Background: an optimization exercise with open tools, aiming at a short achievable clock period and few clock cycles. Do not read the settings as production practice. In this exercise RTL edits were held to simulation tests only and were not proved equivalent to the original. Power is estimated from default activity; no workload was simulated.

==> design.v <==
package dnsle_pkg;
  localparam int MAX_LABEL   = 62;
  localparam int STORE_DEPTH = 64;    
  localparam int DESC_DEPTH  = 16;    
  localparam int CNT_W       = $clog2(MAX_LABEL + 1);
  localparam int BYTE_W      = 8;
  localparam int LEN_W       = 16;
  localparam int DESC_W      = CNT_W + 3;    
  localparam logic [BYTE_W-1:0] DOT_CHAR  = 8'd46;
  localparam logic [BYTE_W-1:0] TERM_BYTE = 8'd0;
  typedef struct packed {
    logic [CNT_W-1:0] len;
    logic             ovf;
    logic             emit;
    logic             term;
  } desc_t;
  typedef struct packed {
    logic [BYTE_W-1:0] byte_val;
    logic              last;
    logic [LEN_W-1:0]  enc_len;
    logic              ovf;
  } out_word_t;
endpackage
module dnsle_label_ram #(
  parameter int DEPTH = 64,
  parameter int WIDTH = 8
) (
  input  logic             clk,
  input  logic             rst_n,
  input  logic             push,
  input  logic [WIDTH-1:0] din,
  input  logic             pop,
  output logic [WIDTH-1:0] head,
  output logic             head_valid,
  output logic             room
);
  logic [WIDTH-1:0] mem [DEPTH];
  logic [DEPTH-1:0] occ, occ_sh, occ_nxt;
  always_comb begin
    occ_sh = pop ? {1'b0, occ[DEPTH-1:1]} : occ;
    for (int i = 0; i < DEPTH; i++) begin
      occ_nxt[i] = occ_sh[i] | (push & ((i == 0) ? 1'b1 : occ_sh[(i == 0) ? 0 : i-1]));
    end
  end
  always_ff @(posedge clk) begin
    if (!rst_n) begin
      occ  <= '0;
      room <= 1'b1;
    end else begin
      occ  <= occ_nxt;
      room <= !occ_nxt[DEPTH-2];
    end
  end
  always_ff @(posedge clk) begin
    for (int i = 0; i < DEPTH; i++) begin
      if (pop) begin
        if (i < DEPTH-1 && occ[(i < DEPTH-1) ? i+1 : i]) mem[i] <= mem[(i < DEPTH-1) ? i+1 : i];
        else                                               mem[i] <= din;
      end else if (!occ[i]) begin
        mem[i] <= din;
      end
    end
  end
  assign head       = mem[0];
  assign head_valid = occ[0];
endmodule
module dnsle_out_stage (
  input  logic                         clk,
  input  logic                         rst_n,
  input  dnsle_pkg::desc_t             dhead,
  input  logic                         dvalid,
  output logic                         dpop,
  input  logic [dnsle_pkg::BYTE_W-1:0] bhead,
  output logic                         bpop,
  output logic                         out_valid,
  input  logic                         out_ready,
  output logic [dnsle_pkg::BYTE_W-1:0] out_byte,
  output logic                         out_last_of_run,
  output logic [dnsle_pkg::LEN_W-1:0]  out_encoded_length,
  output logic                         out_label_overflow
);
  localparam int CNT_W = dnsle_pkg::CNT_W;
  localparam int LEN_W = dnsle_pkg::LEN_W;
  logic                 ph_data_r, ph_data_nxt;    
  logic                 ph_term_r, ph_term_nxt;    
  logic [CNT_W-1:0]     rem_r, rem_nxt;            
  logic [LEN_W-1:0]     elen_r, elen_nxt;          
  logic                 go;
  logic                 w_valid;
  logic                 w_term;
  dnsle_pkg::out_word_t w;
  logic                 o_valid_r;
  dnsle_pkg::out_word_t o_r;
  logic                 s_valid_r;
  dnsle_pkg::out_word_t s_r;
  logic                 o_take;
  assign go = !s_valid_r;
  always_comb begin
    ph_data_nxt = ph_data_r;
    ph_term_nxt = ph_term_r;
    rem_nxt     = rem_r;
    w_valid     = 1'b0;
    w_term      = 1'b0;
    w           = '0;
    dpop        = 1'b0;
    bpop        = 1'b0;
    w.ovf       = dhead.ovf;
    if (go) begin
      if (ph_data_r) begin
        w_valid    = 1'b1;
        w.byte_val = bhead;
        w.last     = (rem_r == CNT_W'(1)) && !dhead.term;
        bpop       = 1'b1;
        rem_nxt    = rem_r - CNT_W'(1);
        if (rem_r == CNT_W'(1)) begin
          ph_data_nxt = 1'b0;
          if (dhead.term) ph_term_nxt = 1'b1;
          else            dpop        = 1'b1;
        end
      end else if (ph_term_r) begin
        w_valid     = 1'b1;
        w_term      = 1'b1;
        dpop        = 1'b1;
        ph_term_nxt = 1'b0;
      end else if (dvalid) begin
        w_valid = 1'b1;
        if (dhead.emit) begin
          w.byte_val = dnsle_pkg::BYTE_W'(dhead.len);
          w.last     = (dhead.len == '0) && !dhead.term;
          rem_nxt    = dhead.len;
          if (dhead.len != '0) ph_data_nxt = 1'b1;
          else if (dhead.term) ph_term_nxt = 1'b1;
          else                 dpop        = 1'b1;
        end else begin
          w_term = 1'b1;
          dpop   = 1'b1;
        end
      end
    end
    if (w_term) begin
      w.byte_val = dnsle_pkg::TERM_BYTE;
      w.last     = 1'b1;
      w.enc_len  = elen_r;
    end
    elen_nxt = elen_r;
    if (w_valid) begin
      if (w_term)              elen_nxt = LEN_W'(1);
      else if (~&elen_r)       elen_nxt = elen_r + LEN_W'(1);
    end
  end
  always_ff @(posedge clk) begin
    if (!rst_n) begin
      ph_data_r <= 1'b0;
      ph_term_r <= 1'b0;
      rem_r     <= '0;
      elen_r    <= LEN_W'(1);
    end else begin
      ph_data_r <= ph_data_nxt;
      ph_term_r <= ph_term_nxt;
      rem_r     <= rem_nxt;
      elen_r    <= elen_nxt;
    end
  end
  assign o_take = !o_valid_r || out_ready;
  always_ff @(posedge clk) begin
    if (!rst_n) begin
      o_valid_r <= 1'b0;
      s_valid_r <= 1'b0;
    end else if (o_take) begin
      o_valid_r <= s_valid_r || w_valid;
      s_valid_r <= 1'b0;
    end else if (w_valid) begin
      s_valid_r <= 1'b1;
    end
  end
  always_ff @(posedge clk) begin
    if (o_take) begin
      o_r <= s_valid_r ? s_r : w;
    end
    if (!s_valid_r) begin
      s_r <= w;
    end
  end
  assign out_valid          = o_valid_r;
  assign out_byte           = o_r.byte_val;
  assign out_last_of_run    = o_r.last;
  assign out_encoded_length = o_r.enc_len;
  assign out_label_overflow = o_r.ovf;
endmodule
module dnsle_ctrl (
  input  logic                         clk,
  input  logic                         rst_n,
  input  logic                         in_valid,
  output logic                         in_ready,
  input  logic                         in_mode,
  input  logic [dnsle_pkg::BYTE_W-1:0] in_char_code,
  output logic                         bpush,
  output logic [dnsle_pkg::BYTE_W-1:0] bdata,
  input  logic                         broom,
  output logic                         dpush,
  output dnsle_pkg::desc_t             ddata,
  input  logic                         droom
);
  localparam int CNT_W = dnsle_pkg::CNT_W;
  logic                         iv_r;
  logic                         imode_r;
  logic [dnsle_pkg::BYTE_W-1:0] ichar_r;
  logic [CNT_W-1:0]             cnt_r, cnt_nxt;    
  logic                         pend_r, pend_nxt;  
  logic                         ovf_r, ovf_nxt;    
  logic                         is_dot;
  assign in_ready = broom && droom;
  always_ff @(posedge clk) begin
    if (!rst_n) iv_r <= 1'b0;
    else        iv_r <= in_valid && in_ready;
    imode_r <= in_mode;
    ichar_r <= in_char_code;
  end
  assign is_dot = (ichar_r == dnsle_pkg::DOT_CHAR);
  assign bdata  = ichar_r;
  always_comb begin
    cnt_nxt    = cnt_r;
    pend_nxt   = pend_r;
    ovf_nxt    = ovf_r;
    bpush      = 1'b0;
    dpush      = 1'b0;
    ddata.len  = cnt_r;
    ddata.ovf  = ovf_r;
    ddata.emit = 1'b1;
    ddata.term = 1'b0;
    if (iv_r) begin
      if (imode_r) begin
        dpush      = 1'b1;
        ddata.emit = (cnt_r != '0);
        ddata.term = 1'b1;
        cnt_nxt    = '0;
        pend_nxt   = 1'b0;
        ovf_nxt    = 1'b0;
      end else if (pend_r) begin
        dpush   = 1'b1;
        cnt_nxt = '0;
        if (!is_dot) begin
          bpush    = 1'b1;
          cnt_nxt  = CNT_W'(1);
          pend_nxt = 1'b0;
        end
      end else if (is_dot) begin
        pend_nxt = 1'b1;
      end else if (cnt_r < CNT_W'(dnsle_pkg::MAX_LABEL)) begin
        bpush   = 1'b1;
        cnt_nxt = cnt_r + CNT_W'(1);
      end else begin
        ovf_nxt = 1'b1;
      end
    end
  end
  always_ff @(posedge clk) begin
    if (!rst_n) begin
      cnt_r  <= '0;
      pend_r <= 1'b0;
      ovf_r  <= 1'b0;
    end else begin
      cnt_r  <= cnt_nxt;
      pend_r <= pend_nxt;
      ovf_r  <= ovf_nxt;
    end
  end
endmodule
module dns_name_label_encoder (
  input  logic        clk,
  input  logic        rst_n,
  input  logic        in_valid,
  output logic        in_ready,
  input  logic        in_mode,
  input  logic [7:0]  in_char_code,
  output logic        out_valid,
  input  logic        out_ready,
  output logic [7:0]  out_byte,
  output logic        out_last_of_run,
  output logic [15:0] out_encoded_length,
  output logic        out_label_overflow
);
  logic                         bpush, bpop, broom, bvalid;
  logic [dnsle_pkg::BYTE_W-1:0] bdata, bhead;
  logic                         dpush, dpop, droom, dvalid;
  dnsle_pkg::desc_t             ddata, dhead;
  dnsle_ctrl u_ctrl (
    .clk          (clk),
    .rst_n        (rst_n),
    .in_valid     (in_valid),
    .in_ready     (in_ready),
    .in_mode      (in_mode),
    .in_char_code (in_char_code),
    .bpush        (bpush),
    .bdata        (bdata),
    .broom        (broom),
    .dpush        (dpush),
    .ddata        (ddata),
    .droom        (droom)
  );
  dnsle_label_ram #(
    .DEPTH (dnsle_pkg::STORE_DEPTH),
    .WIDTH (dnsle_pkg::BYTE_W)
  ) u_bytes (
    .clk        (clk),
    .rst_n      (rst_n),
    .push       (bpush),
    .din        (bdata),
    .pop        (bpop),
    .head       (bhead),
    .head_valid (bvalid),
    .room       (broom)
  );
  dnsle_label_ram #(
    .DEPTH (dnsle_pkg::DESC_DEPTH),
    .WIDTH (dnsle_pkg::DESC_W)
  ) u_descs (
    .clk        (clk),
    .rst_n      (rst_n),
    .push       (dpush),
    .din        (ddata),
    .pop        (dpop),
    .head       (dhead),
    .head_valid (dvalid),
    .room       (droom)
  );
  dnsle_out_stage u_out (
    .clk                (clk),
    .rst_n              (rst_n),
    .dhead              (dhead),
    .dvalid             (dvalid),
    .dpop               (dpop),
    .bhead              (bhead),
    .bpop               (bpop),
    .out_valid          (out_valid),
    .out_ready          (out_ready),
    .out_byte           (out_byte),
    .out_last_of_run    (out_last_of_run),
    .out_encoded_length (out_encoded_length),
    .out_label_overflow (out_label_overflow)
  );
endmodule
==> run.sh <==
#!/bin/bash
# synth_recipe.tcl (not shown) runs the flow's synth.tcl, then flattens the netlist and writes it again
# the make line also repeats each setting of config.mk as NAME=value (left out here)
make -C /OpenROAD-flow-scripts/flow DESIGN_CONFIG=/design/flow/config.mk WORK_HOME=/design/flow/orfs CLKGATE_MAP_FILE= SYNTH_SCRIPT=/design/flow/synth_recipe.tcl finish
==> config.mk <==
export PLATFORM = sky130hd
export DESIGN_NAME = dns_name_label_encoder
export DESIGN_NICKNAME = dns_name_label_encoder
export VERILOG_FILES = /design/flow/design.v
export SDC_FILE = /design/flow/constraint.sdc
export NUM_CORES = 4
export LEC_CHECK = 0
export CAP_MARGIN = 20
export CORE_MARGIN = 2
export CORE_UTILIZATION = 40
export SLEW_MARGIN = 20
==> constraint.sdc <==
create_clock -name core_clock -period 5.5 [get_ports {clk}]
set_input_delay 1.1000 -clock core_clock [delete_from_list [all_inputs] [get_ports {clk}]]
set_output_delay 1.1000 -clock core_clock [all_outputs]
set_load 0.01 [all_outputs]
==> report_table.html, run 1 <==
<table>
<tr><th>Metric</th><th>Value</th></tr>
<tr><th colspan="2">Timing</th></tr>
<tr><td>Tcrit/Tclk final</td><td>62.8%</td></tr>
<tr><td>Setup repair after global routing missed its margin</td><td>false</td></tr>
<tr><td>Final count of hold timing violations</td><td>0</td></tr>
<tr><td>Final setup violation count</td><td>0</td></tr>
<tr><td>Post-layout min period</td><td>3.45 ns</td></tr>
<tr><td>Worst-case clock skew</td><td>0.0182 ns</td></tr>
<tr><td>Worst hold slack</td><td>0.456 ns</td></tr>
<tr><td>Sum of negative setup slack</td><td>0 ns</td></tr>
<tr><td>Achievable clock frequency</td><td>290 MHz</td></tr>
<tr><td>Slew at the pin closest to its max-slew limit</td><td>1.10 ns</td></tr>
<tr><td>Relative slew slack</td><td>26.8%</td></tr>
<tr><td>Slew Limit Fails</td><td>0</td></tr>
<tr><th colspan="2">Power and ir drop</th></tr>
<tr><td>Cell Pwr Density</td><td>372 nW/um^2</td></tr>
<tr><td>Sw Ratio</td><td>22.8%</td></tr>
<tr><td>Switching Power</td><td>2990 uW</td></tr>
<tr><td>Power share of the clock group</td><td>45.4%</td></tr>
<tr><td>Internal power</td><td>10,100 uW</td></tr>
<tr><td>Combinational power share</td><td>4.5%</td></tr>
<tr><td>Total Power</td><td>13,100 uW</td></tr>
<tr><td>Share of power burned in registers</td><td>50.1%</td></tr>
<tr><td>Leakage power</td><td>0.0137 uW</td></tr>
<tr><td>Highest ir drop seen on vdd</td><td>0.000202 V</td></tr>
<tr><th colspan="2">Placement</th></tr>
<tr><td>Number of instances in the placed design</td><td>4,500</td></tr>
<tr><td># port buffers</td><td>40</td></tr>
<tr><td>Final weighted congestion in routability-driven placement</td><td>0.761</td></tr>
<tr><td>Detailed placer's ending HPWL</td><td>45,100 um</td></tr>
<tr><th colspan="2">Critical path</th></tr>
<tr><td>Startpoint class of the critical path</td><td>flip-flop</td></tr>
<tr><td>Depth of the worst register-to-register path</td><td>7</td></tr>
<tr><td>Required @ worst endpoint</td><td>6.00 ns</td></tr>
<tr><td>Launching point of the worst reg2reg path</td><td>u_out.ph_data_r</td></tr>
<tr><td>Highest fanout seen on the critical path</td><td>77</td></tr>
<tr><td>Critical R2R Capture</td><td>u_descs.mem[8][8]</td></tr>
<tr><td>Sort of element at the end of the critical path</td><td>flip-flop</td></tr>
<tr><td>Crit path to</td><td>u_descs.mem[8][8]</td></tr>
<tr><td>Crit Path Class</td><td>reg2reg</td></tr>
<tr><td>Setup slack of the most critical reg-to-reg path</td><td>2.05 ns</td></tr>
<tr><td>Arrival time at the worst endpoint</td><td>3.95 ns</td></tr>
<tr><td>CP startpoint</td><td>u_out.ph_data_r</td></tr>
<tr><th colspan="2">Floorplan</th></tr>
<tr><td>Chip Height</td><td>283 um</td></tr>
<tr><td>Initial Utilization</td><td>40.3%</td></tr>
<tr><td>Die Footprint</td><td>79,800 sq um</td></tr>
<tr><td>Row Count</td><td>102</td></tr>
<tr><td>Chip width</td><td>283 um</td></tr>
<tr><td>Floorplan core area</td><td>77,100 sq um</td></tr>
<tr><td>Num ports</td><td>41</td></tr>
<tr><th colspan="2">Clock tree</th></tr>
<tr><td>Clock tree from TritonCTS</td><td>built</td></tr>
<tr><td>CTS HTree Levels</td><td>3</td></tr>
<tr><td>Cell at the root of the clock tree</td><td>sky130_fd_sc_hd__clkbuf_16</td></tr>
<tr><td>Hold bufs inserted after CTS</td><td>0</td></tr>
<tr><td>Clock buffer count from CTS</td><td>86</td></tr>
<tr><td>TritonCTS Sinks</td><td>834</td></tr>
<tr><td>Maximum count of clock buffers along a single path</td><td>3</td></tr>
<tr><td>Insertion delay of the later-clocked pin in the worst-skew pair</td><td>0.63 ns</td></tr>
<tr><td>Clock slew at reported path FFs</td><td>0.06 ns</td></tr>
<tr><td>Post CTS Setup Buffer Count</td><td>0</td></tr>
<tr><td>Number of gates given a new drive strength after cts</td><td>0</td></tr>
<tr><th colspan="2">Route</th></tr>
<tr><td>Average wire length per cell after detail routing</td><td>15.9 um</td></tr>
<tr><td>Residual DRC count</td><td>0</td></tr>
<tr><td>Initial DRT Pass Iterations</td><td>8</td></tr>
<tr><td>Wire length reported by the detailed router</td><td>74,000 um</td></tr>
<tr><td>Average via count per standard cell</td><td>5.36</td></tr>
<tr><td>DRC violation total after the first TritonRoute iteration</td><td>1,829</td></tr>
<tr><td>Count of vias placed by the detailed router</td><td>25,000</td></tr>
<tr><td>Post-DRT Antenna Nets</td><td>0</td></tr>
<tr><th colspan="2">Global route</th></tr>
<tr><td>Pin count of the biggest net entering global routing</td><td>88</td></tr>
<tr><td>Grt ovf</td><td>0</td></tr>
<tr><td>Global-route wire length before repair</td><td>122,000 um</td></tr>
<tr><td>Antenna violations before repair</td><td>0</td></tr>
<tr><td>Vias in the first global route</td><td>23,200</td></tr>
<tr><td>Global Route Usage Sum</td><td>18.3%</td></tr>
<tr><th colspan="2">Hold path</th></tr>
<tr><td>Kind of path behind the tightest hold check</td><td>reg2reg</td></tr>
<tr><td>Hold_sp</td><td>u_out.s_r[17]</td></tr>
<tr><th colspan="2">Final layout</th></tr>
<tr><td>Filler cell count in the final layout</td><td>7,511</td></tr>
<tr><td>Cell Count, Final, Fillers Out</td><td>4,659</td></tr>
<tr><td>Area growth from synthesis to layout</td><td>13.7%</td></tr>
<tr><td>Antenna diodes</td><td>0</td></tr>
<tr><td>Nets</td><td>3,566</td></tr>
<tr><td>Fraction of final layout cells sized beyond drive strength 1</td><td>6.27%</td></tr>
<tr><td>Finished Core Util</td><td>45.8%</td></tr>
<tr><th colspan="2">Synthesis</th></tr>
<tr><td>Mapped Avg Cell Area</td><td>8.73 sq um</td></tr>
<tr><td>Yosys warnings</td><td>6</td></tr>
<tr><td>Proportion of synthesized chip area in sequential cells</td><td>55.2%</td></tr>
<tr><td>Post-Synthesis Cell Area</td><td>31,000 sq um</td></tr>
<tr><td>Post-synth ARST share</td><td>0%</td></tr>
<tr><td>Most common flop cell mapped by yosys</td><td>sky130_fd_sc_hd__dfxtp_1</td></tr>
<tr><td>Number of storage elements in the synthesis netlist</td><td>834</td></tr>
<tr><td>Synthesized Nets</td><td>3,572</td></tr>
<tr><td>Post-synthesis cell type count</td><td>55</td></tr>
<tr><td>EDFF count, synth</td><td>43</td></tr>
<tr><td>Number of instances in the synthesized netlist</td><td>3,554</td></tr>
<tr><th colspan="2">Outcome</th></tr>
<tr><td>Status</td><td>no timing/DRC/antenna violations</td></tr>
<tr><th colspan="2">Run</th></tr>
<tr><td>Max cap viols</td><td>0</td></tr>
</table>
-- worst max-delay path, stage by stage (launching register included) --
cell	delay, ns
sky130_fd_sc_hd__dfxtp_1	0.95
sky130_fd_sc_hd__and4bb_1	0.40
sky130_fd_sc_hd__and4_1	0.19
sky130_fd_sc_hd__buf_4	0.25
sky130_fd_sc_hd__nor3_4	0.43
sky130_fd_sc_hd__buf_4	0.70
sky130_fd_sc_hd__nor3_1	0.11
sky130_fd_sc_hd__a221oi_1	0.23
-- cells by family (layout without fill, tap and decap cells) --
| kind of cell | Yosys count | count (layout) | share of synthesized area, % |
|---|---|---|---|
| AND/OR/NAND/NOR | 1481 | 1481 | 19.9 |
| AO/OA/AOI/OAI | 893 | 893 | 19.0 |
| flip-flops | 834 | 834 | 55.2 |
| buffers and inverters | 271 | 336 | 3.40 |
| multiplexers | 69 | 69 | 2.31 |
| adder cells (fa/ha/maj) | 5 | 5 | 0.202 |
| XOR/XNOR | 1 | 1 | 0.0282 |
-- Yosys cell counts, drive strengths merged, types with 2 or more instances --
cell type,n,area share (%)
or3,9,0.18
o31a,2,0.056
nand2b,4,0.081
and3,6,0.12
o211ai,8,0.19
nand2,237,2.9
clkinv,14,0.17
a211oi,5,0.12
or2,2,0.040
inv,101,1.2
nor2,1031,12
edfxtp,43,4.2
nand3,37,0.60
a31oi,15,0.30
o221a,2,0.073
nand4,4,0.081
o21a,2,0.048
dfxtp,791,51
nor4,17,0.86
nor3,83,1.4
and4,3,0.085
a22oi,71,1.7
and2,6,0.12
or4,7,0.17
a21oi,112,2.0
o21ai,43,0.69
nor2b,9,0.18
buf,28,0.46
o22ai,496,10
a221oi,98,2.8
o21bai,2,0.048
a22o,18,0.51
ha,5,0.20
nor3b,23,0.56
mux2,22,0.80
mux2i,47,1.5
o31ai,14,0.34
clkbuf,128,1.5
-- layout by cell type, fill, tap and decap left out, types with 47 or more instances in the layout --
cell / instances
sky130_fd_sc_hd__inv_1: 100
sky130_fd_sc_hd__dfxtp_1: 783
sky130_fd_sc_hd__o22ai_1: 496
sky130_fd_sc_hd__nor2_1: 1031
sky130_fd_sc_hd__a221oi_1: 98
sky130_fd_sc_hd__a22oi_1: 71
sky130_fd_sc_hd__mux2i_1: 47
sky130_fd_sc_hd__nand2_1: 237
sky130_fd_sc_hd__a21oi_1: 99
sky130_fd_sc_hd__nor3_1: 82
sky130_fd_sc_hd__clkbuf_16: 87
-- layout make-up --
cell class	instances	area [sq um]	share of cell area, %
Clock inverter	27	352	0.997
Multi-Input combinational cell	2449	12900	36.6
Sequential cell	834	17100	48.6
Inverter	115	433	1.23
Clock buffer	132	2580	7.30
Tap cell	1040	1300	3.69
Timing Repair Buffer	62	566	1.60
-- per-stage QoR --
stage,setup slack (ns),instance area (sq um)
3_5_place_dp,1.91,32300
5_1_grt,1.70,35300
4_1_cts,1.90,35300
2_1_floorplan,3.25,31000
6_report,2.05,35300
3_3_place_gp,1.95,32300
-- how the worst min path moves through the flow --
stage	end	cells after the start
detailed placement	u_out.s_r[17]	2
floorplan	u_out.s_r[17]	2
global route	u_out.s_r[0]	1
CTS	u_out.s_r[17]	2
finish	u_out.s_r[17]	2
global placement	u_out.s_r[17]	2
-- sequential cells by signal, indices dropped and copies added, names as in the netlist, 8 cells and up --
register	flops
u_bytes.mem	512
u_bytes.occ	64
u_ctrl.ichar_r	8
u_descs.mem	144
u_descs.occ	16
u_out.elen_r	16
u_out.o_r	26
u_out.s_r	26
-- routing by layer --
layer | up-vias | GRT usage (%) | part of all wire [%]
li1 | 12800 | - | -
met3 | 78 | 2.43 | 4.0
met5 | - | 0 | 0
met4 | 0 | 4.54 | 1.4
met2 | 434 | 28.5 | 44
met1 | 11700 | 26.6 | 51
-- power groups by stage --
stage	Clock, uW	Combinational (uW)	Sequential [uW]
2_1_floorplan	0	430	6620
3_3_place_gp	0	570	6700
3_5_place_dp	0	582	6700
4_1_cts	6080	585	6570
5_1_grt	6340	657	6600
6_report	5960	584	6570
Testbench counts, summed over its fixed seeds: cycles 27,279.
==> inputs of run 2 (changes only) <==
--- a/config.mk
+++ b/config.mk
@@ -6,6 +6,8 @@
 export NUM_CORES = 4
 export LEC_CHECK = 0
+export ABC_CLOCK_PERIOD_IN_PS = 2000
 export CAP_MARGIN = 20
 export CORE_MARGIN = 2
 export CORE_UTILIZATION = 40
+export SETUP_SLACK_MARGIN = 3.5
 export SLEW_MARGIN = 20
==> run 2 against run 1 <==
Compared with the run above: still clean; via count rose by 8.3%; cell count is 4.0% higher; total power increased by 4.0%; sequential power hardly changed; combinational power up 73%; critical path depth decreased by 5; setup slack better by 1.1 ns; synthesized area unchanged.
==> report_table.html, run 2 <==
<table>
<tr><th>Metric</th><th>Value</th></tr>
<tr><th colspan="2">Hold path</th></tr>
<tr><td>Hold-critical path depth</td><td>2 (unchanged)</td></tr>
<tr><td>Kind of path behind the tightest hold check</td><td>reg2reg</td></tr>
<tr><th colspan="2">Clock tree</th></tr>
<tr><td>Insertion delay of the later-clocked pin in the worst-skew pair</td><td>0.66 ns (+0.03 ns)</td></tr>
<tr><td>TritonCTS Sinks</td><td>834 (unchanged)</td></tr>
<tr><td>Cell at the root of the clock tree</td><td>sky130_fd_sc_hd__clkbuf_16</td></tr>
<tr><td>Clock buffer count from CTS</td><td>89 (+3.5%)</td></tr>
<tr><td>Maximum count of clock buffers along a single path</td><td>3 (unchanged)</td></tr>
<tr><td>Hold bufs inserted after CTS</td><td>0 (unchanged)</td></tr>
<tr><td>Clock slew at reported path FFs</td><td>0.06 ns (about the same)</td></tr>
<tr><td>Clock tree from TritonCTS</td><td>built</td></tr>
<tr><td>CTS HTree Levels</td><td>3 (unchanged)</td></tr>
<tr><th colspan="2">Final layout</th></tr>
<tr><td>Register with the most flip-flops</td><td>u_bytes.mem</td></tr>
<tr><td>Nets</td><td>3,754 (+5.3%)</td></tr>
<tr><td>Fraction of final layout cells sized beyond drive strength 1</td><td>23.2% (+17 points)</td></tr>
<tr><td>Antenna diodes</td><td>0 (unchanged)</td></tr>
<tr><td>Commonest non-fill, non-tap cell in the layout</td><td>sky130_fd_sc_hd__nor2_1</td></tr>
<tr><td>Commonest cells after routing, fill and taps aside</td><td>sky130_fd_sc_hd__nor2_1, sky130_fd_sc_hd__dfxtp_1, sky130_fd_sc_hd__o22ai_1</td></tr>
<tr><td>Biggest regs</td><td>u_bytes.mem (512), u_descs.mem (144), u_bytes.occ (64)</td></tr>
<tr><td>Max FFs per register</td><td>512 (unchanged)</td></tr>
<tr><td>Area growth from synthesis to layout</td><td>30.2%</td></tr>
<tr><th colspan="2">Outcome</th></tr>
<tr><td>Status</td><td>no timing/DRC/antenna violations</td></tr>
<tr><th colspan="2">Timing</th></tr>
<tr><td>Relative slew slack</td><td>21.2% (-5.5 points)</td></tr>
<tr><td>Post-layout min period</td><td>2.37 ns (-1.08 ns)</td></tr>
<tr><td>Slew at the pin closest to its max-slew limit</td><td>1.18 ns (+0.0815 ns)</td></tr>
<tr><td>Tcrit/Tclk final</td><td>43.1% (-20 points)</td></tr>
<tr><td>Final setup violation count</td><td>0 (unchanged)</td></tr>
<tr><td>Sum of negative setup slack</td><td>0 ns (unchanged)</td></tr>
<tr><td>Worst Slack Setup Final</td><td>3.13 ns (+1.08 ns)</td></tr>
<tr><td>Setup repair after global routing missed its margin</td><td>true</td></tr>
<tr><td>Achievable clock frequency</td><td>422 MHz (+46%)</td></tr>
<tr><td>Worst-case clock skew</td><td>0.0459 ns (+0.0278 ns)</td></tr>
<tr><td>Final count of hold timing violations</td><td>0 (unchanged)</td></tr>
<tr><td>Slew Limit Fails</td><td>0 (unchanged)</td></tr>
<tr><th colspan="2">Synthesis</th></tr>
<tr><td>Post-synth ARST share</td><td>0% (unchanged)</td></tr>
<tr><td>Post-Synth Adder-Cell Area</td><td>0.202% (unchanged)</td></tr>
<tr><td>EDFF count, synth</td><td>43 (unchanged)</td></tr>
<tr><td>Proportion of synthesized chip area in sequential cells</td><td>55.2% (unchanged)</td></tr>
<tr><td>Post-Synth XOR/XNOR Area</td><td>0.0282% (unchanged)</td></tr>
<tr><td>Yosys warnings</td><td>6 (unchanged)</td></tr>
<tr><td>Simple-gate share of the synthesized area</td><td>19.9% (unchanged)</td></tr>
<tr><td>Post-Synthesis Cell Area</td><td>31,000 sq um (unchanged)</td></tr>
<tr><td>Cell type with the highest aggregate area in the netlist</td><td>sky130_fd_sc_hd__dfxtp_1</td></tr>
<tr><td>Post-synthesis cell type count</td><td>55 (unchanged)</td></tr>
<tr><td>Synthesized Nets</td><td>3,572 (unchanged)</td></tr>
<tr><td>Combinational family with the most area after synthesis</td><td>simple AND/OR/NAND/NOR gates</td></tr>
<tr><td>Number of instances in the synthesized netlist</td><td>3,554 (unchanged)</td></tr>
<tr><td>Mapped Avg Cell Area</td><td>8.73 sq um (unchanged)</td></tr>
<tr><td>Cell types with the highest counts after synthesis</td><td>sky130_fd_sc_hd__nor2_1, sky130_fd_sc_hd__dfxtp_1, sky130_fd_sc_hd__o22ai_1</td></tr>
<tr><td>Share of the synthesized area in compound gates (AO/OA/AOI/OAI)</td><td>19.0% (unchanged)</td></tr>
<tr><td>Area contributors post-synth</td><td>sky130_fd_sc_hd__dfxtp_1, sky130_fd_sc_hd__nor2_1, sky130_fd_sc_hd__o22ai_1</td></tr>
<tr><td>Multiplexer area fraction after synthesis</td><td>2.31% (unchanged)</td></tr>
<tr><td>Number of storage elements in the synthesis netlist</td><td>834 (unchanged)</td></tr>
<tr><td>Most common flop cell mapped by yosys</td><td>sky130_fd_sc_hd__dfxtp_1</td></tr>
<tr><td>Area share of the leading cell type in the synthesized netlist</td><td>51.0% (unchanged)</td></tr>
<tr><td>Top-count cell post-synth</td><td>sky130_fd_sc_hd__nor2_1</td></tr>
<tr><th colspan="2">Placement</th></tr>
<tr><td># port buffers</td><td>40 (unchanged)</td></tr>
<tr><td>Worst-case setup slack after placement</td><td>2.04 ns (+0.127 ns)</td></tr>
<tr><td>Final weighted congestion in routability-driven placement</td><td>0.765 (+0.58%)</td></tr>
<tr><td>Detailed placer's ending HPWL</td><td>45,700 um (+1.4%)</td></tr>
<tr><th colspan="2">Critical path</th></tr>
<tr><td>Sort of element at the end of the critical path</td><td>output pin</td></tr>
<tr><td>Crit Path Class</td><td>reg2out</td></tr>
<tr><td>Arrival time at the worst endpoint</td><td>1.27 ns (-2.68 ns)</td></tr>
<tr><td>Startpoint class of the critical path</td><td>flip-flop</td></tr>
<tr><td>Required @ worst endpoint</td><td>4.40 ns (-1.60 ns)</td></tr>
<tr><td>Depth of the worst register-to-register path</td><td>9 (+2)</td></tr>
<tr><td>Highest fanout seen on the critical path</td><td>2 (-97%)</td></tr>
<tr><th colspan="2">Global route</th></tr>
<tr><td>Antenna violations before repair</td><td>1 (+1)</td></tr>
<tr><td>Pin count of the biggest net entering global routing</td><td>66 (-25%)</td></tr>
<tr><td>Global Route Usage Sum</td><td>21.2% (+2.9 points)</td></tr>
<tr><td>Global-route wire length before repair</td><td>138,000 um (+13%)</td></tr>
<tr><td>Grt ovf</td><td>0 (unchanged)</td></tr>
<tr><td>Vias in the first global route</td><td>25,200 (+8.6%)</td></tr>
<tr><th colspan="2">Route</th></tr>
<tr><td>Count of vias placed by the detailed router</td><td>27,100 (+8.3%)</td></tr>
<tr><td>Wire length reported by the detailed router</td><td>89,600 um (+21%)</td></tr>
<tr><td>Initial DRT Pass Iterations</td><td>5 (-3)</td></tr>
<tr><td>Post-DRT Antenna Nets</td><td>0 (unchanged)</td></tr>
<tr><td>Residual DRC count</td><td>0 (unchanged)</td></tr>
<tr><td>DRC violation total after the first TritonRoute iteration</td><td>2,128 (+16%)</td></tr>
<tr><td>Average wire length per cell after detail routing</td><td>18.5 um (+16%)</td></tr>
<tr><td>Average via count per standard cell</td><td>5.59 (+4.1%)</td></tr>
<tr><th colspan="2">Floorplan</th></tr>
<tr><td>Floorplan core area</td><td>77,100 sq um (unchanged)</td></tr>
<tr><td>Row Count</td><td>102 (unchanged)</td></tr>
<tr><td>Die Footprint</td><td>79,800 sq um (unchanged)</td></tr>
<tr><td>Chip Height</td><td>283 um (unchanged)</td></tr>
<tr><td>Num ports</td><td>41 (unchanged)</td></tr>
<tr><td>Chip width</td><td>283 um (unchanged)</td></tr>
<tr><td>Initial Utilization</td><td>40.3% (unchanged)</td></tr>
<tr><th colspan="2">Power and ir drop</th></tr>
<tr><td>Highest ir drop seen on vdd</td><td>0.000235 V (+16%)</td></tr>
<tr><td>Cell Pwr Density</td><td>337 nW/um^2 (-9.2%)</td></tr>
<tr><td>Leakage power</td><td>0.0155 uW (+13%)</td></tr>
<tr><th colspan="2">Run</th></tr>
<tr><td>Max cap viols</td><td>0 (unchanged)</td></tr>
</table>
==> run 2: layout make-up <==
| class | count | area [sq um] |
|---|---|---|
| clock buffer | 136 | 2610 |
| clock inverter | 25 | 355 |
| fill | 6797 | 36700 |
| inverter | 115 | 465 |
| multi-input combinational | 2458 | 15300 |
| sequential | 834 | 17200 |
| tap | 1040 | 1300 |
| timing repair buffer | 237 | 3230 |
| timing repair inverter | 1 | 11.3 |
==> run 2: power breakdown <==
group | internal (uW) | total, uW | leakage [uW] | switching [uW]
Sequential | 6380 | 6550 | 0.00708 | 178
Clock | 3560 | 6060 | 0.00144 | 2510
Combinational | 434 | 1010 | 0.00695 | 579
==> run 2: path summary, 6_finish.rpt <==
kind                                        start            endpoint  slack, ns
worst min register to register  u_descs.mem[6][6]   u_descs.mem[6][6]       0.46
worst max register to register  u_descs.mem[0][8]  u_descs.mem[13][5]       3.15
worst min-delay path            u_descs.mem[6][6]   u_descs.mem[6][6]       0.46
worst max-delay path                 u_bytes.room            in_ready       3.13
==> run 2: worst max-delay path, stage by stage, from the launching register on <==
cell	delay (ns)
sky130_fd_sc_hd__dfxtp_2	0.31
sky130_fd_sc_hd__and2_4	0.20
sky130_fd_sc_hd__buf_6	0.12
==> run 2: per-layer routing <==
layer / track usage [%] / up-vias / share of wire (%)
met5: 0 / - / 0.011
met4: 5.63 / 2 / 2.2
met3: 4.15 / 163 / 5.6
met2: 33.3 / 684 / 46
met1: 29.6 / 13000 / 47
li1: - / 13200 / -
==> run 2: per-stage QoR <==
stage / util (%) / power (uW) / cell area [sq um] / cells / hold WS (ns)
floorplan: - / 7070 / 31300 / 3554 / 0.418
global placement: 42.1 / 7270 / 32500 / 4498 / 0.451
detailed placement: 42.1 / 7290 / 32500 / 4499 / 0.445
CTS: 50.4 / 13600 / 38800 / 4791 / 0.458
global route: 52.4 / 14100 / 40400 / 4846 / 0.480
finish: 52.4 / 13600 / 40400 / 4846 / 0.460
==> run 2: logic make-up after synthesis <==
logic type / Yosys count
AND/OR/NAND/NOR: 1481
multiplexers: 69
adder cells (fa/ha/maj): 5
XOR/XNOR: 1
AO/OA/AOI/OAI: 893
flip-flops: 834
buffers and inverters: 271
==> run 2: what timing repair did <==
| action | CTS | global route |
|---|---|---|
| pin swaps | 131 | 114 |
| setup buffers | 94 | 41 |
| gates resized for setup | 531 | 235 |
| gates cloned | 37 | 11 |
| endpoints found under the setup margin | 821 | 681 |
==> inputs of run 3 (changes only) <==
--- a/config.mk
+++ b/config.mk
@@ -9,5 +9,6 @@
 export CAP_MARGIN = 20
 export CORE_MARGIN = 2
-export CORE_UTILIZATION = 40
+export CORE_UTILIZATION = 30
+export GPL_TIMING_DRIVEN = 1
 export SETUP_SLACK_MARGIN = 3.5
 export SLEW_MARGIN = 20
==> run 3 against run 2 <==
Compared with the run above: combinational power shrank 7%; total power down 1.5%; cell count rose by 7.0%; first-iteration DRC count rose by 7.0%; critical path depth rose by 6; hold slack lost 0.0043 ns; critical endpoint is now u_descs.mem[10][2]; synthesized cell count unchanged; die area rose by 33%; flip-flop and latch count did not move; synthesized area unchanged.
==> report_table.html, run 3 <==
<table>
<tr><th>Metric</th><th>Value</th></tr>
<tr><th colspan="2">Synthesis</th></tr>
<tr><td>Number of instances in the synthesized netlist</td><td>3,554 (unchanged)</td></tr>
<tr><td>Number of storage elements in the synthesis netlist</td><td>834 (unchanged)</td></tr>
<tr><td>Yosys warnings</td><td>6 (unchanged)</td></tr>
<tr><td>Mapped Avg Cell Area</td><td>8.73 sq um (unchanged)</td></tr>
<tr><td>EDFF count, synth</td><td>43 (unchanged)</td></tr>
<tr><td>Proportion of synthesized chip area in sequential cells</td><td>55.2% (unchanged)</td></tr>
<tr><td>Post-synthesis cell type count</td><td>55 (unchanged)</td></tr>
<tr><td>Cell types with the highest counts after synthesis</td><td>sky130_fd_sc_hd__nor2_1, sky130_fd_sc_hd__dfxtp_1, sky130_fd_sc_hd__o22ai_1</td></tr>
<tr><td>Post-synth ARST share</td><td>0% (unchanged)</td></tr>
<tr><td>Most common flop cell mapped by yosys</td><td>sky130_fd_sc_hd__dfxtp_1</td></tr>
<tr><td>Area contributors post-synth</td><td>sky130_fd_sc_hd__dfxtp_1, sky130_fd_sc_hd__nor2_1, sky130_fd_sc_hd__o22ai_1</td></tr>
<tr><td>Synthesized Nets</td><td>3,572 (unchanged)</td></tr>
<tr><td>Top-count cell post-synth</td><td>sky130_fd_sc_hd__nor2_1</td></tr>
<tr><td>Area share of the leading cell type in the synthesized netlist</td><td>51.0% (unchanged)</td></tr>
<tr><td>Cell type with the highest aggregate area in the netlist</td><td>sky130_fd_sc_hd__dfxtp_1</td></tr>
<tr><td>Post-Synthesis Cell Area</td><td>31,000 sq um (unchanged)</td></tr>
<tr><th colspan="2">Floorplan</th></tr>
<tr><td>Floorplan core area</td><td>102,000 sq um (+33%)</td></tr>
<tr><td>Num ports</td><td>41 (unchanged)</td></tr>
<tr><td>Row Count</td><td>117 (+15%)</td></tr>
<tr><td>Chip Height</td><td>326 um (+15%)</td></tr>
<tr><td>Initial Utilization</td><td>30.4% (-9.9 points)</td></tr>
<tr><td>Die Footprint</td><td>106,000 sq um (+33%)</td></tr>
<tr><td>Chip width</td><td>326 um (+15%)</td></tr>
<tr><th colspan="2">Timing</th></tr>
<tr><td>Worst-case clock skew</td><td>0.0400 ns (-0.00588 ns)</td></tr>
<tr><td>Worst Slack Setup Final</td><td>3.14 ns (+0.0102 ns)</td></tr>
<tr><td>Achievable clock frequency</td><td>423 MHz (+0.43%)</td></tr>
<tr><td>Final count of hold timing violations</td><td>0 (unchanged)</td></tr>
<tr><td>Tcrit/Tclk final</td><td>42.9% (-0.19 points)</td></tr>
<tr><td>Relative slew slack</td><td>19.0% (-2.2 points)</td></tr>
<tr><td>Slew at the pin closest to its max-slew limit</td><td>1.21 ns (+0.0336 ns)</td></tr>
<tr><td>Sum of negative setup slack</td><td>0 ns (unchanged)</td></tr>
<tr><td>Final setup violation count</td><td>0 (unchanged)</td></tr>
<tr><td>Post-layout min period</td><td>2.36 ns (-0.0102 ns)</td></tr>
<tr><td>Slew Limit Fails</td><td>0 (unchanged)</td></tr>
<tr><td>Setup repair after global routing missed its margin</td><td>true</td></tr>
<tr><th colspan="2">Final layout</th></tr>
<tr><td>Nets</td><td>3,764 (+0.27%)</td></tr>
<tr><td>Max FFs per register</td><td>512 (unchanged)</td></tr>
<tr><td>Commonest cells after routing, fill and taps aside</td><td>sky130_fd_sc_hd__nor2_1, sky130_fd_sc_hd__dfxtp_1, sky130_fd_sc_hd__o22ai_1</td></tr>
<tr><td>Biggest regs</td><td>u_bytes.mem (512), u_descs.mem (144), u_bytes.occ (64)</td></tr>
<tr><td>Register with the most flip-flops</td><td>u_bytes.mem</td></tr>
<tr><td>Cell Count, Final, Fillers Out</td><td>5,185 (+7.0%)</td></tr>
<tr><td>Fraction of final layout cells sized beyond drive strength 1</td><td>19.6% (-3.6 points)</td></tr>
<tr><td>Commonest non-fill, non-tap cell in the layout</td><td>sky130_fd_sc_hd__nor2_1</td></tr>
<tr><td>Area growth from synthesis to layout</td><td>28.7%</td></tr>
<tr><th colspan="2">Critical path</th></tr>
<tr><td>Crit Path Class</td><td>reg2reg</td></tr>
<tr><td>Arrival time at the worst endpoint</td><td>2.84 ns (+1.57 ns)</td></tr>
<tr><td>Highest fanout seen on the critical path</td><td>7 (+5)</td></tr>
<tr><td>Launching point of the worst reg2reg path</td><td>u_descs.mem[0][1]</td></tr>
<tr><td>Sort of element at the end of the critical path</td><td>flip-flop</td></tr>
<tr><td>Depth of the worst register-to-register path</td><td>8 (-1)</td></tr>
<tr><td>Setup slack of the most critical reg-to-reg path</td><td>3.14 ns (about the same)</td></tr>
<tr><td>Required @ worst endpoint</td><td>5.98 ns (+1.58 ns)</td></tr>
<tr><td>CP startpoint</td><td>u_descs.mem[0][1]</td></tr>
<tr><td>Startpoint class of the critical path</td><td>flip-flop</td></tr>
<tr><td>Critical R2R Capture</td><td>u_descs.mem[10][2]</td></tr>
<tr><th colspan="2">Power and ir drop</th></tr>
<tr><td>Cell Pwr Density</td><td>336 nW/um^2 (-0.34%)</td></tr>
<tr><td>Highest ir drop seen on vdd</td><td>0.000226 V (-3.9%)</td></tr>
<tr><td>Leakage power</td><td>0.0153 uW (-1.2%)</td></tr>
<tr><td>Total Power</td><td>13,400 uW (-1.5%)</td></tr>
<tr><th colspan="2">Outcome</th></tr>
<tr><td>Status</td><td>no timing/DRC/antenna violations</td></tr>
<tr><th colspan="2">Global route</th></tr>
<tr><td>Global-route wire length before repair</td><td>138,000 um (about the same)</td></tr>
<tr><td>Vias in the first global route</td><td>25,000 (-0.50%)</td></tr>
<tr><td>Global Route Usage Sum</td><td>15.7% (-5.4 points)</td></tr>
<tr><td>Pin count of the biggest net entering global routing</td><td>90 (+36%)</td></tr>
<tr><td>Antenna violations before repair</td><td>2 (+1)</td></tr>
<tr><td>Grt ovf</td><td>0 (unchanged)</td></tr>
<tr><th colspan="2">Clock tree</th></tr>
<tr><td>Insertion delay of the later-clocked pin in the worst-skew pair</td><td>0.65 ns (about the same)</td></tr>
<tr><td>Clock slew at reported path FFs</td><td>0.07 ns (about the same)</td></tr>
<tr><td>TritonCTS Sinks</td><td>834 (unchanged)</td></tr>
<tr><td>Hold bufs inserted after CTS</td><td>0 (unchanged)</td></tr>
<tr><td>CTS HTree Levels</td><td>3 (unchanged)</td></tr>
<tr><td>Cell at the root of the clock tree</td><td>sky130_fd_sc_hd__clkbuf_16</td></tr>
<tr><td>Clock buffer count from CTS</td><td>88 (-1.1%)</td></tr>
<tr><td>Maximum count of clock buffers along a single path</td><td>3 (unchanged)</td></tr>
<tr><td>Clock tree from TritonCTS</td><td>built</td></tr>
<tr><th colspan="2">Placement</th></tr>
<tr><td>Number of instances in the placed design</td><td>4,824 (+7.2%)</td></tr>
<tr><td>Detailed placer's ending HPWL</td><td>45,500 um (-0.57%)</td></tr>
<tr><td>Worst-case setup slack after placement</td><td>1.89 ns (-0.146 ns)</td></tr>
<tr><td>Final weighted congestion in routability-driven placement</td><td>0.767 (+0.22%)</td></tr>
<tr><td># port buffers</td><td>40 (unchanged)</td></tr>
<tr><th colspan="2">Route</th></tr>
<tr><td>DRC violation total after the first TritonRoute iteration</td><td>2,276 (+7.0%)</td></tr>
<tr><td>Average wire length per cell after detail routing</td><td>17.2 um (-6.7%)</td></tr>
<tr><td>Wire length reported by the detailed router</td><td>89,400 um (-0.22%)</td></tr>
<tr><td>Residual DRC count</td><td>0 (unchanged)</td></tr>
<tr><td>Count of vias placed by the detailed router</td><td>26,800 (-1.0%)</td></tr>
<tr><td>Post-DRT Antenna Nets</td><td>0 (unchanged)</td></tr>
<tr><td>Initial DRT Pass Iterations</td><td>5 (unchanged)</td></tr>
<tr><td>Average via count per standard cell</td><td>5.17 (-7.5%)</td></tr>
<tr><th colspan="2">Run</th></tr>
<tr><td>Max cap viols</td><td>0 (unchanged)</td></tr>
<tr><th colspan="2">Hold path</th></tr>
<tr><td>Worst min-delay path endpoint</td><td>u_out.s_r[17]</td></tr>
<tr><td>Hold_sp</td><td>u_out.s_r[17]</td></tr>
<tr><td>Hold-critical path depth</td><td>2 (unchanged)</td></tr>
<tr><td>Kind of path behind the tightest hold check</td><td>reg2reg</td></tr>
</table>
[run 3: cell types whose count changed in the layout (fill, tap and decap cells not counted), moves of 14 or more]
cell / previous run / this run
sky130_fd_sc_hd__buf_4: 74 / 90
sky130_fd_sc_hd__nand2_1: 70 / 158
sky130_fd_sc_hd__nand2_2: 160 / 76
sky130_fd_sc_hd__a22oi_2: 62 / 4
sky130_fd_sc_hd__a22oi_1: 9 / 67
sky130_fd_sc_hd__buf_6: 35 / 49
sky130_fd_sc_hd__buf_16: 29 / 12
[run 3: cell families (layout without fill, tap and decap cells)]
| kind of cell | after synthesis | after routing | synth area share [%] |
|---|---|---|---|
| flops | 834 | 834 | 55.2 |
| compound gates | 893 | 897 | 19.0 |
| simple gates | 1481 | 1490 | 19.9 |
| other cells | 0 | 2 | 0 |
| mux | 69 | 69 | 2.31 |
| buf+inv | 271 | 519 | 3.40 |
| fa+ha+maj | 5 | 5 | 0.202 |
| xor+xnor | 1 | 1 | 0.0282 |
[run 3: per-stage QoR]
step           cell area [sq um]  hold slack (ns)  utilization (%)
2_1_floorplan              31300            0.418                -
3_3_place_gp               32900            0.441             32.2
3_5_place_dp               32900            0.445             32.2
4_1_cts                    38600            0.459             37.8
5_1_grt                    39900            0.474             39.1
6_report                   39900            0.456             39.1
[run 3: worst max path at each step]
stage	slack, ns	end
after global routing	3.08	u_descs.mem[10][2]
final	3.14	u_descs.mem[10][2]
after CTS	3.13	in_ready
after global placement	1.92	u_descs.occ[11]
after floorplan	3.37	u_descs.mem[0][1]
after detailed placement	1.89	u_descs.occ[13]
[run 3: final cells by class]
cell class,count,area [sq um]
fillers,9940,62200
flip-flops and latches,834,17200
multi-input cells,2462,14700
repair buffers,245,2990
clock buffers,134,2660
well taps,1368,1710
inverters,115,442
clock inverters,25,258
diodes,2,5.00
[run 3: metal layers]
layer	vias to the layer above	track usage (%)	wire length (um)
li1	13200	-	-
met3	157	3.31	5410
met5	-	0	0
met1	12800	21.4	41400
met4	0	4.94	2040
met2	665	24.9	40500
[run 3: repair_timing]
| item | CTS | global route |
|---|---|---|
| setup endpoints to repair | 837 | 772 |
| pin swaps | 79 | 76 |
| cloned | 25 | 9 |
| resized for setup | 407 | 186 |
| hold endpoints to repair | 0 | 0 |
| buffers inserted | 117 | 49 |
[run 3: where the power goes]
part           total (uW)  internal, uW  switching, uW
clock network        5930          3470           2460
logic                 941           399            542
registers            6560          6380            180
[run 3: critical path, stage by stage, from the launching register on]
cell                       delay (ns)
sky130_fd_sc_hd__edfxtp_1        0.43
sky130_fd_sc_hd__and4bb_2        0.28
sky130_fd_sc_hd__and4_4          0.21
sky130_fd_sc_hd__buf_12          0.13
sky130_fd_sc_hd__buf_8           0.12
sky130_fd_sc_hd__or3_4           0.45
sky130_fd_sc_hd__buf_6           0.17
sky130_fd_sc_hd__a21oi_4         0.29
sky130_fd_sc_hd__a221oi_2        0.09
==> inputs of run 4 (changes only) <==
--- a/config.mk
+++ b/config.mk
@@ -9,6 +9,7 @@
 export CAP_MARGIN = 20
 export CORE_MARGIN = 2
-export CORE_UTILIZATION = 30
-export GPL_TIMING_DRIVEN = 1
+export CORE_UTILIZATION = 40
+export CTS_CLUSTER_DIAMETER = 150
+export CTS_CLUSTER_SIZE = 30
 export SETUP_SLACK_MARGIN = 3.5
 export SLEW_MARGIN = 20
==> run 4 against run 3 <==
Compared with the run above: via count decreased by 1.5%; die area decreased by 25%; global-route usage increased by 4.9 points; total power decreased by 21%; flip-flop and latch count unchanged; sequential share of layout area increased by 1.9 points; combinational power increased by 4.6%; first-iteration DRC count decreased by 8.5%; non-clock buffer count decreased by 14; core utilization increased by 11 points; hold slack improved by 0.015 ns; critical path type is now reg2out; largest cell class unchanged; largest power group unchanged; highest routed layer unchanged.
==> report_table.html, run 4 <==
<table>
<tr><th>Metric</th><th>Value</th></tr>
<tr><th colspan="2">Clock tree</th></tr>
<tr><td>CTS HTree Levels</td><td>2 (-1)</td></tr>
<tr><td>Insertion delay of the later-clocked pin in the worst-skew pair</td><td>0.61 ns (-0.04 ns)</td></tr>
<tr><td>TritonCTS Sinks</td><td>834 (unchanged)</td></tr>
<tr><td>Cell at the root of the clock tree</td><td>sky130_fd_sc_hd__clkbuf_16</td></tr>
<tr><td>Maximum count of clock buffers along a single path</td><td>3 (unchanged)</td></tr>
<tr><td>Hold bufs inserted after CTS</td><td>0 (unchanged)</td></tr>
<tr><td>Clock tree from TritonCTS</td><td>built</td></tr>
<tr><td>Clock buffer count from CTS</td><td>34 (-61%)</td></tr>
<tr><td>Clock slew at reported path FFs</td><td>0.12 ns (+0.05 ns)</td></tr>
<tr><th colspan="2">Critical path</th></tr>
<tr><td>Setup slack of the most critical reg-to-reg path</td><td>3.19 ns (+0.05 ns)</td></tr>
<tr><td>Depth of the worst register-to-register path</td><td>9 (+1)</td></tr>
<tr><td>Critical R2R Capture</td><td>u_descs.mem[11][2]</td></tr>
<tr><td>Crit path to</td><td>in_ready</td></tr>
<tr><td>Startpoint class of the critical path</td><td>flip-flop</td></tr>
<tr><td>Crit Path Class</td><td>reg2out</td></tr>
<tr><td>CP startpoint</td><td>u_bytes.room</td></tr>
<tr><td>Arrival time at the worst endpoint</td><td>1.24 ns (-1.60 ns)</td></tr>
<tr><td>Launching point of the worst reg2reg path</td><td>u_descs.mem[0][1]</td></tr>
<tr><td>Required @ worst endpoint</td><td>4.40 ns (-1.58 ns)</td></tr>
<tr><td>Sort of element at the end of the critical path</td><td>output pin</td></tr>
<tr><td>Highest fanout seen on the critical path</td><td>2 (-5)</td></tr>
<tr><th colspan="2">Timing</th></tr>
<tr><td>Post-layout min period</td><td>2.34 ns (-0.0232 ns)</td></tr>
<tr><td>Achievable clock frequency</td><td>428 MHz (+0.99%)</td></tr>
<tr><td>Worst hold slack</td><td>0.471 ns (+0.0147 ns)</td></tr>
<tr><td>Slew at the pin closest to its max-slew limit</td><td>1.13 ns (-0.0817 ns)</td></tr>
<tr><td>Relative slew slack</td><td>24.1% (+5.1 points)</td></tr>
<tr><td>Worst-case clock skew</td><td>0.0585 ns (+0.0184 ns)</td></tr>
<tr><td>Slew Limit Fails</td><td>0 (unchanged)</td></tr>
<tr><td>Sum of negative setup slack</td><td>0 ns (unchanged)</td></tr>
<tr><td>Final setup violation count</td><td>0 (unchanged)</td></tr>
<tr><td>Setup repair after global routing missed its margin</td><td>true</td></tr>
<tr><td>Tcrit/Tclk final</td><td>42.5% (-0.42 points)</td></tr>
<tr><td>Final count of hold timing violations</td><td>0 (unchanged)</td></tr>
<tr><th colspan="2">Route</th></tr>
<tr><td>Average via count per standard cell</td><td>5.59 (+8.1%)</td></tr>
<tr><td>Initial DRT Pass Iterations</td><td>5 (unchanged)</td></tr>
<tr><td>Count of vias placed by the detailed router</td><td>26,400 (-1.5%)</td></tr>
<tr><td>Wire length reported by the detailed router</td><td>86,100 um (-3.6%)</td></tr>
<tr><td>Post-DRT Antenna Nets</td><td>0 (unchanged)</td></tr>
<tr><td>Residual DRC count</td><td>0 (unchanged)</td></tr>
<tr><td>DRC violation total after the first TritonRoute iteration</td><td>2,083 (-8.5%)</td></tr>
<tr><td>Average wire length per cell after detail routing</td><td>18.2 um (+5.8%)</td></tr>
<tr><th colspan="2">Final layout</th></tr>
<tr><td>Biggest regs</td><td>u_bytes.mem (512), u_descs.mem (144), u_bytes.occ (64)</td></tr>
<tr><td>Finished Core Util</td><td>49.7% (+11 points)</td></tr>
<tr><td>Max FFs per register</td><td>512 (unchanged)</td></tr>
<tr><td>Antenna diodes</td><td>0 (-2)</td></tr>
<tr><td>Final cell area excluding filler cells</td><td>38,300 sq um (-4.1%)</td></tr>
<tr><td>Commonest cells after routing, fill and taps aside</td><td>sky130_fd_sc_hd__nor2_1, sky130_fd_sc_hd__dfxtp_1, sky130_fd_sc_hd__o22ai_1</td></tr>
<tr><td>Fraction of final layout cells sized beyond drive strength 1</td><td>21.2% (+1.6 points)</td></tr>
<tr><td>Area growth from synthesis to layout</td><td>23.4%</td></tr>
<tr><td>Register with the most flip-flops</td><td>u_bytes.mem</td></tr>
<tr><td>Nets</td><td>3,692 (-1.9%)</td></tr>
<tr><td>Commonest non-fill, non-tap cell in the layout</td><td>sky130_fd_sc_hd__nor2_1</td></tr>
<tr><th colspan="2">Synthesis</th></tr>
<tr><td>Most common flop cell mapped by yosys</td><td>sky130_fd_sc_hd__dfxtp_1</td></tr>
<tr><td>Area share of the leading cell type in the synthesized netlist</td><td>51.0% (unchanged)</td></tr>
<tr><td>Mapped Avg Cell Area</td><td>8.73 sq um (unchanged)</td></tr>
<tr><td>Cell type with the highest aggregate area in the netlist</td><td>sky130_fd_sc_hd__dfxtp_1</td></tr>
<tr><td>Post-Synthesis Cell Area</td><td>31,000 sq um (unchanged)</td></tr>
<tr><td>Proportion of synthesized chip area in sequential cells</td><td>55.2% (unchanged)</td></tr>
<tr><td>Post-synthesis cell type count</td><td>55 (unchanged)</td></tr>
<tr><td>Cell types with the highest counts after synthesis</td><td>sky130_fd_sc_hd__nor2_1, sky130_fd_sc_hd__dfxtp_1, sky130_fd_sc_hd__o22ai_1</td></tr>
<tr><td>Yosys warnings</td><td>6 (unchanged)</td></tr>
<tr><td>Number of storage elements in the synthesis netlist</td><td>834 (unchanged)</td></tr>
<tr><td>EDFF count, synth</td><td>43 (unchanged)</td></tr>
<tr><td>Number of instances in the synthesized netlist</td><td>3,554 (unchanged)</td></tr>
<tr><td>Area contributors post-synth</td><td>sky130_fd_sc_hd__dfxtp_1, sky130_fd_sc_hd__nor2_1, sky130_fd_sc_hd__o22ai_1</td></tr>
<tr><td>Synthesized Nets</td><td>3,572 (unchanged)</td></tr>
<tr><td>Post-synth ARST share</td><td>0% (unchanged)</td></tr>
<tr><td>Top-count cell post-synth</td><td>sky130_fd_sc_hd__nor2_1</td></tr>
<tr><th colspan="2">Floorplan</th></tr>
<tr><td>Row Count</td><td>102 (-13%)</td></tr>
<tr><td>Chip width</td><td>283 um (-13%)</td></tr>
<tr><td>Floorplan core area</td><td>77,100 sq um (-25%)</td></tr>
<tr><td>Chip Height</td><td>283 um (-13%)</td></tr>
<tr><td>Initial Utilization</td><td>40.3% (+9.9 points)</td></tr>
<tr><td>Die Footprint</td><td>79,800 sq um (-25%)</td></tr>
<tr><td>Num ports</td><td>41 (unchanged)</td></tr>
<tr><th colspan="2">Global route</th></tr>
<tr><td>Global Route Usage Sum</td><td>20.7% (+4.9 points)</td></tr>
<tr><td>Global-route wire length before repair</td><td>136,000 um (-1.9%)</td></tr>
<tr><td>Pin count of the biggest net entering global routing</td><td>66 (-27%)</td></tr>
<tr><td>Vias in the first global route</td><td>24,400 (-2.6%)</td></tr>
<tr><td>Antenna violations before repair</td><td>0 (-2)</td></tr>
<tr><td>Grt ovf</td><td>0 (unchanged)</td></tr>
<tr><th colspan="2">Placement</th></tr>
<tr><td>Placement-stage cell area</td><td>32,500 sq um (-1.1%)</td></tr>
<tr><td>Detailed placer's ending HPWL</td><td>45,700 um (+0.58%)</td></tr>
<tr><td># port buffers</td><td>40 (unchanged)</td></tr>
<tr><td>Final weighted congestion in routability-driven placement</td><td>0.765 (-0.22%)</td></tr>
<tr><th colspan="2">Power and ir drop</th></tr>
<tr><td>Leakage power</td><td>0.0144 uW (-5.6%)</td></tr>
<tr><td>Cell Pwr Density</td><td>278 nW/um^2 (-17%)</td></tr>
<tr><td>Highest ir drop seen on vdd</td><td>0.000213 V (-5.9%)</td></tr>
<tr><th colspan="2">Outcome</th></tr>
<tr><td>Status</td><td>no timing/DRC/antenna violations</td></tr>
<tr><th colspan="2">Hold path</th></tr>
<tr><td>Kind of path behind the tightest hold check</td><td>reg2reg</td></tr>
<tr><th colspan="2">Run</th></tr>
<tr><td>Max cap viols</td><td>0 (unchanged)</td></tr>
</table>
[run 4: how the worst min path moves through the flow]
| stage | slack [ns] | end | depth (start not counted) | from |
|---|---|---|---|---|
| detailed placement | 0.45 | u_out.s_r[17] | 2 | u_out.s_r[17] |
| global route | 0.48 | u_descs.mem[4][2] | 2 | u_descs.mem[4][2] |
| CTS | 0.47 | u_descs.mem[6][5] | 2 | u_descs.mem[6][5] |
| finish | 0.47 | u_descs.mem[6][6] | 2 | u_descs.mem[6][6] |
| global placement | 0.45 | u_out.s_r[17] | 2 | u_out.s_r[17] |
| floorplan | 0.42 | u_out.s_r[17] | 2 | u_out.s_r[17] |
[run 4: cell type report]
type / instances / area [sq um]
well taps: 1040 / 1300
multi-input cells: 2457 / 15200
clock inverters: 3 / 47.5
clock buffers: 43 / 906
repair buffers: 231 / 3130
flip-flops and latches: 834 / 17200
fillers: 7070 / 38800
inverters: 115 / 469
repair inverters: 1 / 11.3
[run 4: kinds of logic (layout without fill, tap and decap cells)]
| group | count (synthesis) | after routing | synth area share (%) |
|---|---|---|---|
| mux | 69 | 69 | 2.31 |
| xor+xnor | 1 | 1 | 0.0282 |
| flops | 834 | 834 | 55.2 |
| fa+ha+maj | 5 | 5 | 0.202 |
| simple gates | 1481 | 1489 | 19.9 |
| buf+inv | 271 | 393 | 3.40 |
| compound gates | 893 | 893 | 19.0 |
[run 4: critical path, cell delays in order, from the launching register on]
cell                      delay, ns
sky130_fd_sc_hd__dfxtp_2       0.33
sky130_fd_sc_hd__and2_4        0.19
sky130_fd_sc_hd__buf_6         0.11
[run 4: where the power goes]
group	total, uW	internal [uW]	switching [uW]
Sequential	6550	6370	176
Combinational	984	424	560
Clock	3120	1200	1920
Total	10600	7990	2650
[run 4: timing repair]
action | 4_1_cts | 5_1_grt
setup endpoints to repair | 821 | 661
resized for setup | 606 | 158
hold endpoints to repair | 0 | 0
cloned | 37 | 8
setup buffers | 99 | 34
pin swaps | 133 | 136
[run 4: through the flow]
| step | total power (uW) | setup WS, ns | instances |
|---|---|---|---|
| 2_1_floorplan | 7070 | 3.37 | 3554 |
| 3_3_place_gp | 7270 | 2.04 | 4498 |
| 4_1_cts | 10600 | 3.13 | 4681 |
| 6_report | 10600 | 3.16 | 4724 |
| 5_1_grt | 11000 | 3.12 | 4724 |
| 3_5_place_dp | 7290 | 2.04 | 4499 |
[run 4: layer usage]
| metal | global-route usage [%] | wire, um | up-vias | part of all wire [%] |
|---|---|---|---|---|
| li1 | - | - | 13000 | - |
| met1 | 29.6 | 41000 | 12700 | 48 |
| met2 | 33.3 | 39300 | 568 | 46 |
| met3 | 2.98 | 4280 | 94 | 5.0 |
| met4 | 3.79 | 1510 | 0 | 1.8 |
| met5 | 0 | 0 | - | 0 |

separate check: timing with driven ports:
The results above use ideal ports. As a check the final layouts listed here were re-extracted and re-timed, cells and wires unchanged.
Step 1 assumes that a clkbuf_16 drives the clock port and a buf_2 every other input.
Step 2 moves the port delays by t, midway between the first and last clock arrival at a register: inputs arrive t later, outputs are due t later. That takes back most of the time a late clock gives input paths.
Three values: ideal ports, drivers, drivers and shift; two values: the first two.
run | t, ns | setup slack, ns | hold slack, ns | worst setup path after step 2 | clock arrival spread, ns
run 1 | 0.682 | 2.048 / 2.048 / 2.048 | 0.456 / 0.456 / 0.456 | register to register | 0.030 / 0.030
run 2 | 0.707 | 3.128 / 3.060 / 2.850 | 0.460 / 0.460 / 0.460 | input to register | 0.047 / 0.046
run 3 | 0.694 | 3.138 / 3.084 / 3.012 | 0.456 / 0.456 / 0.456 | input to register | 0.041 / 0.041
run 4 | 0.648 | 3.161 / 3.093 / 2.923 | 0.471 / 0.471 / 0.471 | input to register | 0.058 / 0.058
After both steps every run listed still meets setup and hold. The setup slack of run 2, which loses most, moves by -0.068 ns with the drivers and by -0.278 ns with both steps.
